Context: an optimization exercise on an open-source flow, tuned for small area, a short achievable clock period and few clock cycles. The choices shown serve that exercise and are no tape-out recipe.
Function was checked by simulation only, so behaviour that the tests miss may differ from the original.
Power figures rest on the tool's default switching activity, not on a simulated workload.

[design.v]
package spbfa_pkg;
   localparam int MODE_W       = 2;
   localparam int AMOUNT_W     = 16;
   localparam int SLOT_INDEX_W = 6;
   localparam int COUNT_W      = 7;
   localparam int CFG_SLOTS_W  = 7;
   localparam int CFG_CAP_W    = 16;
   localparam int CSR_DATA_W   = 32;
   localparam int CSR_ADDR_W   = 3;
   typedef enum logic [MODE_W-1:0] {
      MODE_BEST_FIT  = 2'd0,
      MODE_FIRST_FIT = 2'd1,
      MODE_RELEASE   = 2'd2,
      MODE_NOP       = 2'd3
   } mode_type;
   typedef enum logic [1:0] {
      STATUS_OK          = 2'd0,
      STATUS_FULL        = 2'd1,
      STATUS_BAD_REQUEST = 2'd2,
      STATUS_NOT_FOUND   = 2'd3
   } status_type;
   localparam logic REG_INITIAL_SLOTS    = 1'b0;
   localparam logic REG_INITIAL_CAPACITY = 1'b1;
   localparam logic [CFG_SLOTS_W-1:0] CFG_SLOTS_RESET = 7'd0;
   localparam logic [CFG_CAP_W-1:0]   CFG_CAP_RESET   = 16'd1;
endpackage
import spbfa_pkg::*;
module slot_pool_best_fit_allocator #(
   parameter int MAX_SLOTS     = 64,
   parameter int CAPACITY_BITS = 16
) (
   input  logic                  clock,
   input  logic                  reset,
   input  logic                  csr_psel,
   input  logic                  csr_penable,
   input  logic                  csr_pwrite,
   input  logic [CSR_ADDR_W-1:0] csr_paddr,
   input  logic [CSR_DATA_W-1:0] csr_pwdata,
   output logic [CSR_DATA_W-1:0] csr_prdata,
   output logic                  csr_pready,
   input  logic                    req_valid,
   output logic                    req_ready,
   input  logic [MODE_W-1:0]       req_mode,
   input  logic [AMOUNT_W-1:0]     req_amount,
   input  logic [SLOT_INDEX_W-1:0] req_slot_index,
   output logic                    rsp_valid,
   input  logic                    rsp_ready,
   output logic [SLOT_INDEX_W-1:0] rsp_granted_slot,
   output logic                    rsp_created,
   output logic [1:0]              rsp_status,
   output logic [COUNT_W-1:0]      rsp_free_slots,
   output logic [COUNT_W-1:0]      rsp_total_slots
);
   localparam int N      = MAX_SLOTS;
   localparam int CW     = CAPACITY_BITS;
   localparam int SLOT_W = $clog2(N);
   localparam int CNT_W  = $clog2(N + 1);
   localparam int LOG_N  = $clog2(N);
   localparam int DIV_STEPS = 2;                  
   localparam int DIV_CYC   = CW / DIV_STEPS;
   localparam int DCNT_W    = $clog2(DIV_CYC + 1);
   localparam logic [CNT_W-1:0] MAX_COUNT = CNT_W'(N);
   localparam logic [1:0] PH_FIRST = 2'd0;    
   localparam logic [1:0] PH_CHECK = 2'd1;    
   localparam logic [1:0] PH_DIV   = 2'd2;    
   localparam logic [1:0] PH_TIE   = 2'd3;    
   logic [CFG_SLOTS_W-1:0] cfg_slots_ff;
   logic [CFG_CAP_W-1:0]   cfg_cap_ff;
   logic                   csr_write;
   logic [CFG_SLOTS_W-1:0] new_slots;
   logic [CFG_CAP_W-1:0]   new_cap;
   logic [CNT_W-1:0]       new_n;
   assign csr_pready = 1'b1;
   assign csr_write  = csr_psel & csr_penable & csr_pwrite;
   always_ff @(posedge clock) begin
      if (reset) begin
         cfg_slots_ff <= CFG_SLOTS_RESET;
         cfg_cap_ff   <= CFG_CAP_RESET;
      end else if (csr_write) begin
         if (csr_paddr[CSR_ADDR_W-1] == REG_INITIAL_CAPACITY)
            cfg_cap_ff <= csr_pwdata[CFG_CAP_W-1:0];
         else
            cfg_slots_ff <= csr_pwdata[CFG_SLOTS_W-1:0];
      end
   end
   assign csr_prdata = (csr_paddr[CSR_ADDR_W-1] == REG_INITIAL_CAPACITY)
                     ? CSR_DATA_W'(cfg_cap_ff) : CSR_DATA_W'(cfg_slots_ff);
   assign new_slots = (csr_paddr[CSR_ADDR_W-1] == REG_INITIAL_CAPACITY)
                    ? cfg_slots_ff : csr_pwdata[CFG_SLOTS_W-1:0];
   assign new_cap   = (csr_paddr[CSR_ADDR_W-1] == REG_INITIAL_CAPACITY)
                    ? csr_pwdata[CFG_CAP_W-1:0] : cfg_cap_ff;
   assign new_n     = (new_slots > CFG_SLOTS_W'(N)) ? MAX_COUNT : CNT_W'(new_slots);
   logic [CW-1:0]     cap_ff [N];
   logic [N-1:0]      free_ff;
   logic [CNT_W-1:0]  total_ff;
   logic [CNT_W-1:0]  free_cnt_ff;
   logic                    ex_valid_ff;
   logic [MODE_W-1:0]       ex_mode_ff;
   logic [AMOUNT_W-1:0]     ex_amount_ff;
   logic [SLOT_INDEX_W-1:0] ex_idx_ff;
   logic [1:0]              ex_phase_ff;
   logic                    pend_valid_ff;
   logic [MODE_W-1:0]       pend_mode_ff;
   logic [AMOUNT_W-1:0]     pend_amount_ff;
   logic [SLOT_INDEX_W-1:0] pend_idx_ff;
   logic                    req_ready_ff;
   logic [N-1:0]      fit_ff;         
   logic [SLOT_W-1:0] cand_idx_ff;    
   logic [CW-1:0]     cand_cap_ff;    
   logic              chained_ff;     
   logic [CW-1:0]     rem_ff;         
   logic [DCNT_W-1:0] div_cnt_ff;
   logic                    rsp_valid_ff;
   logic [SLOT_INDEX_W-1:0] rsp_granted_ff;
   logic                    rsp_created_ff;
   logic [1:0]              rsp_status_ff;
   logic [COUNT_W-1:0]      rsp_free_ff;
   logic [COUNT_W-1:0]      rsp_total_ff;
   logic [CW:0]   cmp_x;
   logic [N-1:0]  ge;
   logic [N-1:0]  sel_vec;
   logic [N-1:0]  sel_pre;     
   logic [N-1:0]  sel_hot;     
   logic          sel_any;
   logic [SLOT_W-1:0] sel_idx;
   logic [CW-1:0]     sel_cap;
   logic [CW:0]       bound;       
   always_comb begin
      unique case (ex_phase_ff)
         PH_FIRST: cmp_x = {1'b0, ex_amount_ff};
         PH_CHECK: cmp_x = {1'b0, cand_cap_ff};
         default:  cmp_x = bound;
      endcase
   end
   for (genvar i = 0; i < N; i++) begin : g_cmp
      assign ge[i] = ({1'b0, cap_ff[i]} >= cmp_x);
      assign sel_vec[i] = (ex_phase_ff == PH_FIRST) ? (free_ff[i] & ge[i])
                                                    : (fit_ff[i] & ~ge[i]);
   end
   always_comb begin
      logic [N-1:0] p;
      p = {sel_vec[N-2:0], 1'b0};
      for (int s = 1; s < N; s = s * 2) begin
         p = p | (p << s);
      end
      sel_pre = p;
   end
   assign sel_hot = sel_vec & ~sel_pre;
   assign sel_any = |sel_vec;
   always_comb begin
      sel_idx = '0;
      sel_cap = '0;
      for (int i = 0; i < N; i++) begin
         if (sel_hot[i]) sel_idx = sel_idx | SLOT_W'(i);
         sel_cap = sel_cap | (cap_ff[i] & {CW{sel_hot[i]}});
      end
   end
   logic [CW-1:0] rem_step;
   logic [CW-1:0] div_bits;
   always_comb begin
      logic [CW:0] r;
      r = {1'b0, rem_ff};
      for (int k = 0; k < DIV_STEPS; k++) begin
         r = {r[CW-1:0], div_bits[CW-1-k]};
         if (r >= {1'b0, ex_amount_ff}) r = r - {1'b0, ex_amount_ff};
      end
      rem_step = r[CW-1:0];
   end
   assign div_bits = cand_cap_ff << (div_cnt_ff * DIV_STEPS);
   assign bound    = {1'b0, cand_cap_ff} - {1'b0, rem_ff} + {1'b0, ex_amount_ff};
   logic              out_free;      
   logic              is_alloc;
   logic              done;          
   logic              grant;         
   logic [N-1:0]      grant_vec;
   logic [SLOT_W-1:0] grant_idx;
   logic              append;
   logic              rel_ok;
   logic              rel_was_used;
   logic [1:0]        status;
   logic [1:0]        phase_in;
   logic              go_check, go_div, go_tie, go_chain;
   logic [N-1:0]      cand_hot;
   assign out_free = ~rsp_valid_ff | rsp_ready;
   assign is_alloc = (ex_mode_ff == MODE_BEST_FIT) | (ex_mode_ff == MODE_FIRST_FIT);
   assign rel_ok       = (CNT_W'(ex_idx_ff) < total_ff);
   assign rel_was_used = ~free_ff[ex_idx_ff];
   for (genvar i = 0; i < N; i++) begin : g_cand
      assign cand_hot[i] = (cand_idx_ff == SLOT_W'(i));
   end
   always_comb begin
      done      = 1'b0;
      grant     = 1'b0;
      grant_vec = sel_hot;
      grant_idx = sel_idx;
      append    = 1'b0;
      status    = STATUS_OK;
      go_check  = 1'b0;
      go_chain  = 1'b0;
      go_div    = 1'b0;
      go_tie    = 1'b0;
      unique case (ex_phase_ff)
         PH_FIRST: begin
            unique case (ex_mode_ff)
               MODE_BEST_FIT: begin
                  if (ex_amount_ff == '0) begin
                     done   = 1'b1;
                     status = STATUS_BAD_REQUEST;
                  end else if (sel_any) begin
                     go_check = 1'b1;
                  end else begin
                     done = 1'b1;
                     if (total_ff == MAX_COUNT) status = STATUS_FULL;
                     else append = 1'b1;
                  end
               end
               MODE_FIRST_FIT: begin
                  done = 1'b1;
                  if (sel_any) grant = 1'b1;
                  else if (total_ff == MAX_COUNT) status = STATUS_FULL;
                  else append = 1'b1;
               end
               MODE_RELEASE: begin
                  done = 1'b1;
                  if (!rel_ok) status = STATUS_NOT_FOUND;
               end
               default: done = 1'b1;
            endcase
         end
         PH_CHECK: begin
            if (sel_any) begin
               go_chain = 1'b1;
            end else if (chained_ff) begin
               go_div = 1'b1;
            end else begin
               done      = 1'b1;
               grant     = 1'b1;
               grant_vec = cand_hot;
               grant_idx = cand_idx_ff;
            end
         end
         PH_DIV: begin
            if (div_cnt_ff == DCNT_W'(DIV_CYC - 1)) go_tie = 1'b1;
         end
         default: begin
            done  = 1'b1;
            grant = 1'b1;
         end
      endcase
   end
   logic commit;      
   logic advance;     
   logic ex_take;     
   logic req_take;
   assign commit   = ex_valid_ff & done & out_free;
   assign advance  = ex_valid_ff & ~done;
   assign req_take = req_valid & req_ready_ff;
   assign ex_take  = ~ex_valid_ff | commit;
   logic             rebuild;
   logic [CW:0]      app_wide;
   logic [CW-1:0]    app_cap;
   assign rebuild  = csr_write;
   assign app_wide = {1'b0, ex_amount_ff} + ((ex_mode_ff == MODE_FIRST_FIT) ? 17'd1 : 17'd0);
   assign app_cap  = app_wide[CW] ? {CW{1'b1}} : app_wide[CW-1:0];
   for (genvar i = 0; i < N; i++) begin : g_cap
      always_ff @(posedge clock) begin
         if (rebuild) begin
            cap_ff[i] <= new_cap;
         end else if (ex_valid_ff && is_alloc && (total_ff == CNT_W'(i))) begin
            cap_ff[i] <= app_cap;
         end
      end
   end
   logic [CNT_W-1:0] free_cnt_in, total_in;
   logic [N-1:0]     free_in;
   always_comb begin
      free_in     = free_ff;
      free_cnt_in = free_cnt_ff;
      total_in    = total_ff;
      if (commit) begin
         if (grant) begin
            free_in     = free_ff & ~grant_vec;
            free_cnt_in = free_cnt_ff - CNT_W'(1);
         end
         if (append) total_in = total_ff + CNT_W'(1);
         if ((ex_mode_ff == MODE_RELEASE) && rel_ok) begin
            free_in[ex_idx_ff] = 1'b1;
            if (rel_was_used) free_cnt_in = free_cnt_ff + CNT_W'(1);
         end
      end
      if (rebuild) begin
         for (int i = 0; i < N; i++) free_in[i] = (CNT_W'(i) < new_n);
         free_cnt_in = new_n;
         total_in    = new_n;
      end
   end
   always_ff @(posedge clock) begin
      if (reset) begin
         free_ff     <= '0;
         free_cnt_ff <= '0;
         total_ff    <= '0;
      end else begin
         free_ff     <= free_in;
         free_cnt_ff <= free_cnt_in;
         total_ff    <= total_in;
      end
   end
   always_ff @(posedge clock) begin
      if (ex_take) begin
         chained_ff <= 1'b0;
      end else if (advance) begin
         if (go_check) begin
            fit_ff      <= sel_vec;
            cand_idx_ff <= sel_idx;
            cand_cap_ff <= sel_cap;
         end
         if (go_chain) begin
            chained_ff  <= 1'b1;
            cand_idx_ff <= sel_idx;
            cand_cap_ff <= sel_cap;
         end
         if (go_div || (ex_phase_ff == PH_DIV)) begin
            rem_ff     <= go_div ? '0 : rem_step;
            div_cnt_ff <= go_div ? '0 : div_cnt_ff + DCNT_W'(1);
         end
      end
   end
   always_comb begin
      phase_in = ex_phase_ff;
      if (go_check) phase_in = PH_CHECK;
      if (go_div)   phase_in = PH_DIV;
      if (go_tie)   phase_in = PH_TIE;
   end
   always_ff @(posedge clock) begin
      if (reset) begin
         ex_valid_ff   <= 1'b0;
         pend_valid_ff <= 1'b0;
         req_ready_ff  <= 1'b1;
         ex_phase_ff   <= PH_FIRST;
      end else begin
         if (ex_take) begin
            ex_valid_ff <= pend_valid_ff | req_take;
            ex_phase_ff <= PH_FIRST;
         end else if (advance) begin
            ex_phase_ff <= phase_in;
         end
         pend_valid_ff <= ex_take ? 1'b0 : (pend_valid_ff | req_take);
         req_ready_ff  <= ex_take ? 1'b1 : ~(pend_valid_ff | req_take);
      end
   end
   always_ff @(posedge clock) begin
      if (ex_take) begin
         if (pend_valid_ff) begin
            ex_mode_ff   <= pend_mode_ff;
            ex_amount_ff <= pend_amount_ff;
            ex_idx_ff    <= pend_idx_ff;
         end else begin
            ex_mode_ff   <= req_mode;
            ex_amount_ff <= req_amount;
            ex_idx_ff    <= req_slot_index;
         end
      end
      if (!pend_valid_ff) begin
         pend_mode_ff   <= req_mode;
         pend_amount_ff <= req_amount;
         pend_idx_ff    <= req_slot_index;
      end
   end
   always_ff @(posedge clock) begin
      if (reset) begin
         rsp_valid_ff <= 1'b0;
      end else begin
         rsp_valid_ff <= commit | (rsp_valid_ff & ~rsp_ready);
      end
   end
   always_ff @(posedge clock) begin
      if (commit) begin
         rsp_status_ff  <= status;
         rsp_created_ff <= append;
         rsp_free_ff    <= COUNT_W'(free_cnt_in);
         rsp_total_ff   <= COUNT_W'(total_in);
         if (grant)
            rsp_granted_ff <= grant_idx;
         else if (append)
            rsp_granted_ff <= total_ff[SLOT_W-1:0];
         else if ((ex_mode_ff == MODE_RELEASE) && rel_ok)
            rsp_granted_ff <= SLOT_W'(ex_idx_ff);
         else
            rsp_granted_ff <= '0;
      end
   end
   assign req_ready        = req_ready_ff;
   assign rsp_valid        = rsp_valid_ff;
   assign rsp_granted_slot = rsp_granted_ff;
   assign rsp_created      = rsp_created_ff;
   assign rsp_status       = rsp_status_ff;
   assign rsp_free_slots   = rsp_free_ff;
   assign rsp_total_slots  = rsp_total_ff;
endmodule
[constraint.sdc]
create_clock -name core_clock -period 7.0 [get_ports {clock}]
set_input_delay 1.4000 -clock core_clock [delete_from_list [all_inputs] [get_ports {clock}]]
set_output_delay 1.4000 -clock core_clock [all_outputs]
set_load 0.01 [all_outputs]
[run.sh]
#!/bin/bash
# synth_recipe.tcl (not shown) runs the flow's synth.tcl, then flattens the netlist and writes it again
# the make line also repeats each setting of config.mk as NAME=value (left out here)
make -C /OpenROAD-flow-scripts/flow DESIGN_CONFIG=/design/flow/config.mk WORK_HOME=/design/flow/orfs CLKGATE_MAP_FILE= SYNTH_SCRIPT=/design/flow/synth_recipe.tcl finish
[config.mk]
export PLATFORM = sky130hd
export DESIGN_NAME = slot_pool_best_fit_allocator
export DESIGN_NICKNAME = slot_pool_best_fit_allocator
export VERILOG_FILES = /design/flow/design.v
export SDC_FILE = /design/flow/constraint.sdc
export NUM_CORES = 4
export LEC_CHECK = 0
export CAP_MARGIN = 20
export CORE_MARGIN = 2
export CORE_UTILIZATION = 40
export SLEW_MARGIN = 20
==> reports/qor.csv <==
metric,value,unit
CTS tree,yes,
global placement routability congestion,1.04,
DR vias,71629,
post-synthesis area per instance,11.3,µm²
Tmin final,8.93,ns
core box area,197000,µm²
Cells after DPL,10661,
drt total wl,376,mm
status,failed layout checks,
Bufs on Longest Clock Path,3,
Post-synth top cells,"1177 x edfxtp_1, 969 x ha_1, 569 x nand2_1, 456 x a21oi_1, 387 x o21ai_0",
DPL Wire Length,284,mm
pwr dens,257,nW/µm²
largest net degree at the start of global routing,92,
WL met1,147,mm
Seq pwr share,37.0,%
Max VDD drop,0.000295,V
CP max stage cell,a222oi_1,
initial antenna violation count,21,
Worst Setup Start Kind,register,
Worst-Skew Late Latency,0.86,ns
Pint,17.0,mW
final-report hold violation count,0,
WL/cell,34.1,µm
most common cell in the netlist,edfxtp_1,
Final ANT Viol Nets,0,
Worst Skew,0.0492,ns
number of library cell types mapped by synthesis,106,
Critical Path AT,9.51,ns
vias in the first global route,68420,
Root Buffer Master,clkbuf_16,
die height,449,µm
Global Route Usage Sum,36.3,%
met3 WL,45.6,mm
Port Buf Inserts,88,
clock share of power,32.0,%
clk slew on worst S/H paths,0.06,ns
CTS Buf Count,156,
synth top area cells,"edfxtp_1 45%, ha_1 15%, dfxtp_1 3.3%, a21oi_1 2.9%, nand2_1 2.7%",
DR WL met2,159,mm
Post-synth EDFFs,1177,
setup violators final,302,
"Period Utilization, post-route",128,%
TritonCTS sink count,1309,
Max Slew Vio Count,0,
Critical Path RT,7.58,ns
row cnt,163,
hold slack,0.474,ns
Remaining DRCs,0,
vias per cell,6.49,
Sw Ratio,34.2,%
Die ar.,201000,µm²
Max-Cap Viols,0,
hold_buf cts,0,
main flop type after synthesis,edfxtp_1,
Layout Check Fails,setup timing,
Syn. warnings,2,
Post-Syn Area,79000,µm²
Critical Path Max Stage Delay,0.74,ns
hold crit path type,reg2reg,
Slew HR,14.2,%
post-synth top area share,44.7,%
final global-route overflow total,0,
"Max FO, Critical Path",14,
Net Switching,8.87,mW
synthesis-to-layout area growth,27.7,%
Final WS setup,-1.93,ns
htree depth,4,
fin cells,11045,
Leakage,40.1,nW
leading area contributor after synthesis,edfxtp_1,
Setup CP Type,reg2reg,
Fmax,112,MHz
top routing layer used,met5,
Initial DRC Count,10671,
Gate power share,31.0,%
share of cells above drive strength 1,23.6,%
register area share after synthesis,48.1,%
area of the multi-input gates,41400,µm²
Die W,449,µm
RSZ-0062 raised after global routing,yes,
flip-flop and latch area,38000,µm²
DRT Pass-1 Iters,8,
Synth Register Bits,1309,
Synth async-reset ratio,0,%
Least-Margin Pin Slew,1.29,ns
Initial Util,40.2,%
cell mode on critical path,buf_4,
nature of the critical path endpoint,register,
first-pass GRT wire length,523,mm
Mapped Cells,7025,
fin nets,9315,
fill count,17255,
number of top-level pins,124,
-- critical path, delay by kind of cell, from the launching register on --
family | cells | cell delay, ns
DFF | 1 | 0.55
AOI/OAI and AO/OA | 13 | 3.67
and+or+nand+nor | 9 | 1.59
xor gates and xnor gates | 1 | 0.15
buffers and inverters | 10 | 1.58
adders and majority gates | 3 | 1.10
-- cell type report --
| cell class | instances | share of cell area, % |
|---|---|---|
| inverters | 216 | 0.813 |
| multi-input cells | 5228 | 41.1 |
| clock inverters | 83 | 0.750 |
| well taps | 2640 | 3.27 |
| repair buffers | 1351 | 12.2 |
| diodes | 13 | 0.0322 |
| flip-flops and latches | 1309 | 37.6 |
| clock buffers | 205 | 4.23 |
-- cells in the final DEF, fill, tap and decap left out, drive strengths merged, types with 208 or more instances in the layout --
cell and instances:
a21oi 457, a22oi 210, buf 1261, edfxtp 1177
ha 969, inv 224, nand2 570, nand3 208
nor2 361, o21ai 402
-- flip-flops by register name, indices dropped and copies added, names as in the netlist, 4 cells and up --
name and flops:
rsp_free_ff 7, cap_ff 1024, pend_amount_ff 16, rem_ff 16, total_ff 7, ex_idx_ff 6, free_cnt_ff 7, rsp_granted_ff 6
fit_ff 64, ex_amount_ff 16, cfg_slots_ff 7, rsp_total_ff 7, cfg_cap_ff 16, cand_cap_ff 16, div_cnt_ff 4, cand_idx_ff 6
free_ff 64, pend_idx_ff 6
-- path summary, 6_finish.rpt --
path	cells past startpoint	end	slack (ns)	from
min reg2reg	2	cfg_cap_ff[12]$_SDFFE_PP0P_	0.47	cfg_cap_ff[12]$_SDFFE_PP0P_
max reg2reg	36	cand_cap_ff[0]$_DFFE_PP_	-1.93	cand_cap_ff[1]$_DFFE_PP_
min	2	cfg_cap_ff[12]$_SDFFE_PP0P_	0.47	cfg_cap_ff[12]$_SDFFE_PP0P_
max	36	cand_cap_ff[0]$_DFFE_PP_	-1.93	cand_cap_ff[1]$_DFFE_PP_
-- stage by stage --
step | instance area, µm² | utilization, % | setup slack [ns] | setup TNS (ns) | total power [mW]
final | 101000 | 51.3 | -1.93 | -439.12 | 25.9
after detailed placement | 93300 | 47.4 | -2.63 | -499.77 | 17.0
after floorplan | 79500 | - | -1.35 | -322.79 | 13.0
after global routing | 101000 | 51.3 | -2.21 | -534.09 | 26.6
after global placement | 93300 | 47.4 | -2.67 | -483.46 | 16.9
after CTS | 100000 | 51.0 | -1.77 | -394.70 | 25.6
-- kinds of logic after synthesis --
group | after synthesis | share of synthesized area (%)
other cells | 2 | 0.00950
buf+inv | 503 | 2.63
flops | 1309 | 48.1
xor+xnor | 57 | 0.632
compound gates | 2130 | 18.5
simple gates | 1878 | 11.9
fa+ha+maj | 1001 | 16.0
mux | 145 | 2.31
-- repair_timing --
action / CTS / global route
endpoints found under the setup margin: 302 / 302
setup buffers: 56 / 28
resized for setup: 318 / 76
hold endpoints to repair: 0 / 0
cloned: 6 / 1
pin swaps: 142 / 92
-- power groups by stage --
stage	clock network (mW)	registers, mW	logic [mW]
final	8.29	9.57	8.04
after global routing	8.62	9.59	8.42
after CTS	8.33	9.55	7.71
after detailed placement	0	9.71	7.33
after global placement	0	9.71	7.19
after floorplan	0	9.54	3.46
-- metal layers --
metal  track usage, %  vias up
li1                 -    30373
met3             9.54      897
met2             53.2     4777
met5                0        -
met4             20.4       12
met1             48.4    35570
Testbench counts, summed over its fixed seeds: cycles 13,109.

static timing again, ports no longer ideal:
Ports are ideal in the flow. The routed layout listed here was re-timed in OpenROAD.
Step 1 sets driving cells, clkbuf_16 on the clock port and buf_2 on the other inputs (assumed; they add their load-dependent delay and slew).
Step 2, shift: input delay + t, output delay - t, t = (earliest + latest rising clock arrival at the registers) / 2. This alone moves slack from input paths to output paths.
a / b / c = no drivers / after step 1 / after step 2; a / b = the first two.
shift t [ns]: 0.933
setup WS [ns]: -1.933 / -1.933 / -1.933
hold slack, ns: 0.474 / 0.474 / 0.474
latest minus earliest clock arrival (ns): 0.049 / 0.049
worst data-port slew with drivers (ns): 0.12
For this run, drivers alone change the setup slack by 0.000 ns; drivers and shift together by 0.000 ns.
